From an optimization exercise on the open Yosys and OpenROAD flow, aimed at small area and a short achievable clock period; shortcuts taken in it are not production practice.
Only simulation tests tie the RTL to the original design; equivalence was not proved.
Power and IR drop assume default switching activity.

## v6
Design udp_bridge_top, start of the top module:
module udp_bridge_top
(
  input  logic                   i_clk_axi,
  input  logic                   i_rst_axi,
  input  logic                   i_csr_wr,
  input  logic                   i_csr_rd,
  input  logic [3-1:0] i_csr_addr,
  input  logic [32-1:0] i_csr_wdata,
  output logic [32-1:0] o_csr_rdata,
  input  logic                   i_out_wr,
  input  logic [8-1:0] i_out_data,
  output logic                   o_out_full,
  input  logic                   i_in_rd,
  output logic [8-1:0] o_in_data,
  output logic                   o_in_last,
  output logic                   o_in_empty,
  output logic                   o_tx_valid,
  output logic [8-1:0] o_tx_data,
  output logic                   o_tx_last,
  input  logic                   i_tx_credit,
  input  logic                   i_rx_valid,
  input  logic [8-1:0] i_rx_data,
  input  logic                   i_rx_last,
  output logic                   o_rx_credit,
  output logic                   o_pkt_sent,
  output logic                   o_pkt_recv
);
Size in the first run: roughly 550 flip-flops, roughly 120 I/O pins, roughly 0.022 sq mm of cells after synthesis.
Settings: LEC_CHECK=0, CAP_MARGIN=10, CORE_MARGIN=2, CORE_UTILIZATION=60, SETUP_SLACK_MARGIN=3.6, SLEW_MARGIN=10; clock period 6.0 ns.
standard.sh (not shown) runs the stock make flow with config.mk's settings and CLKGATE_MAP_FILE= SYNTH_SCRIPT=/design/flow/synth_recipe.tcl, a recipe that flattens the netlist after the stock synthesis.
==> flow/flow/run.sh <==
#!/bin/bash
# Own flow: the standard layout (standard.sh) with two changes: the port buffers start
# as buf_2 instead of the resizer's default pick, and clock tree synthesis adds no dummy
# loads. The whole make output goes to standard.log; ORFS keeps each step's log under orfs/logs.
set -uo pipefail
bash standard.sh \
  "BUFFER_PORTS_ARGS=-buffer_cell sky130_fd_sc_hd__buf_2" \
  "CTS_ARGS=-sink_clustering_enable -repair_clock_nets -sink_clustering_size 24 -sink_clustering_max_diameter 60 -dont_use_dummy_load" \
  finish > standard.log 2>&1
The following lists how v7 was set up differently from v6:
Settings: CTS_CLUSTER_SIZE now 24, previously not set; SLEW_MARGIN now 20, was 10; CAP_MARGIN now 20, was 10; CTS_CLUSTER_DIAMETER now 60, previously not set.
==> flow/run.sh (new file) <==
#!/bin/bash
# synth_recipe.tcl (not shown) runs the flow's synth.tcl, then flattens the netlist and writes it again
# the make line also repeats each setting of config.mk as NAME=value (left out here)
make -C /OpenROAD-flow-scripts/flow DESIGN_CONFIG=/design/flow/config.mk WORK_HOME=/design/flow/orfs CLKGATE_MAP_FILE= SYNTH_SCRIPT=/design/flow/synth_recipe.tcl finish
removed: flow/flow/run.sh
removed: flow/standard.sh
==> comparison <==
Delta (v7 minus v6): required time of the critical path picked up an extra 1.48 ns; final setup TNS neither gained nor lost much. Taking v6 as the reference, in v7 combined area of the multi-input logic cells increased by about 1.1% relative to the old numbers, die outline area essentially unchanged, post-layout minimum cycle time +0.21 ns. For final routed wire length divided by cell count, v6 and v7 come out practically identical. Diff v6..v7 | number of flip-flops and latches | unchanged. Per the comparison of v7 with v6, cell depth of the worst hold path neither gained nor lost much; final non-filler cell area increased by 0.0010 sq mm relative to the old numbers. v7 vs v6 — number of non-filler instances in the completed layout rose 38. Comparing v7 and v6, the lower total power was measured on v6.

---

Setup of JK:
udp_bridge_top, a different RTL version from the one above (not shown whole).
Size: roughly 1,800 cells after synthesis, about 550 flip-flops, about 22,000 µm² of cells after synthesis.
## udp_bridge_top
module udp_bridge_top
(
  input  logic                   i_clk_axi,
  input  logic                   i_rst_axi,
  input  logic                   i_csr_wr,
  input  logic                   i_csr_rd,
  input  logic [3-1:0] i_csr_addr,
  input  logic [32-1:0] i_csr_wdata,
  output logic [32-1:0] o_csr_rdata,
  input  logic                   i_out_wr,
  input  logic [8-1:0] i_out_data,
  output logic                   o_out_full,
  input  logic                   i_in_rd,
  output logic [8-1:0] o_in_data,
  output logic                   o_in_last,
  output logic                   o_in_empty,
  output logic                   o_tx_valid,
  output logic [8-1:0] o_tx_data,
  output logic                   o_tx_last,
  input  logic                   i_tx_credit,
  input  logic                   i_rx_valid,
  input  logic [8-1:0] i_rx_data,
  input  logic                   i_rx_last,
  output logic                   o_rx_credit,
  output logic                   o_pkt_sent,
  output logic                   o_pkt_recv
);
Settings: LEC_CHECK=0, CAP_MARGIN=20, CORE_MARGIN=2, CORE_UTILIZATION=60, SETUP_SLACK_MARGIN=3.8, SLEW_MARGIN=20; clock period 6.0 ns.
==> flow/flow/run.sh <==
#!/bin/bash
# Own flow: the standard layout (standard.sh) with two changes: the port buffers start
# as buf_2 instead of the resizer's default pick, and clock tree synthesis adds no dummy
# loads. The whole make output goes to standard.log; ORFS keeps each step's log under orfs/logs.
set -uo pipefail
bash standard.sh \
  "BUFFER_PORTS_ARGS=-buffer_cell sky130_fd_sc_hd__buf_2" \
  "CTS_ARGS=-sink_clustering_enable -repair_clock_nets -sink_clustering_size 24 -sink_clustering_max_diameter 60 -dont_use_dummy_load" \
  finish > standard.log 2>&1
[inputs] MS vs JK
- SETUP_SLACK_MARGIN now 3.6, was 3.8
## What came out
Setup clock skew after layout sits lower in MS than in JK. MS vs JK — fraction of area in multi-input gates rose 0.16 points. MS contains fewer vias than JK. Post-route core utilization (MS over JK): decrease, 2.9 points. Compared with JK, in MS data arrival at the endpoint of the critical path went up by 1.52 ns, worst-case setup margin in the final layout fell 0.17 ns, count of cell instances traversed by the critical path rose 3, sequential cell count now sits at about the same level, final clock period utilization by the worst path increased by 2.9 points relative to the old numbers. After detailed routing, JK needs more wire than MS. MS vs JK: quantity of gates resized following cts down by more than half.
For AL, these inputs were changed with respect to MS:
- changing SETUP_SLACK_MARGIN from 3.6 to 3.75
- setting TNS_END_PERCENT to 50 for the first time
--- outcome ---
The final layouts of MS and AL pass the timing, design-rule and antenna checks.
On AL: endpoint required time on the critical path is 0.27 ns higher than what MS gave.
Via count deteriorates in AL relative to MS.
Source-to-sink clock delay at the later pin of the worst-skew pair: AL vs MS — no meaningful difference
Residual overflow from global routing came out exactly the same in MS and AL.
Number of enable flip-flop cells after synthesis came out exactly the same in MS and AL.
~same cell total after placement in MS and AL
On AL: post-layout instance area is about 2% higher than what MS gave.
Routed wire length deteriorates in AL relative to MS.
In the flow results for MS and AL, the setup slack is larger on AL.
Diff MS..AL | area occupied by registers | negligible
Lower worst-case headroom to the max-slew limit was reported by MS, not AL.
> inputs changed (AL -> TR)
- SETUP_SLACK_MARGIN: 3.75 -> 3.9
- TNS_END_PERCENT: 50 -> unset
Status: sequential power parity (AL, TR)
In the reports for TR and AL, the smaller worst-case setup margin in the final layout belongs to AL.
On routed length per placed instance, TR and AL are basically level.
Input-level comparison between PW and TR:
- SETUP_SLACK_MARGIN changed from 3.9 to 3.85
==> comparison <==
Core utilization is higher on TR
The final reports for PW and TR show final critical-path setup slack lower in the former.
As far as per-instance average area after synthesis goes, PW and TR are indistinguishable; the numbers are identical.
Fraction of power spent switching nets in PW vs TR: down 0.19 points

-- what the ideal ports hide --
The results above use ideal ports. As a check the final layouts listed here were re-extracted and re-timed, cells and wires unchanged. Step 1 assumes that a clkbuf_16 drives the clock port and a buf_2 every other input. Step 2 adds t to the input delays and takes it off the output delays; t is the mean of the earliest and latest rising clock arrival at the registers after step 1. Input paths then give back, and output paths get back, about the clock's delay inside the block. Three values: no drivers, after step 1, after step 2; two values: the first two.
run	shift t [ns]	setup slack, ns	worst setup path at the end
v6	0.591	3.668 / 3.615 / 3.108	input to register
v7	0.626	3.463 / 3.490 / 2.864	input to register
JK	0.595	3.753 / 3.695 / 3.222	input to register
MS	0.588	3.582 / 3.609 / 3.027	input to register
AL	0.587	3.614 / 3.651 / 3.063	input to register
TR	0.596	3.731 / 3.692 / 3.274	input to register
PW	0.586	3.647 / 3.647 / 3.249	input to register
After both steps every run listed still meets setup and hold. For v7, which loses most, drivers alone change the setup slack by +0.027 ns; drivers and shift together by -0.599 ns.
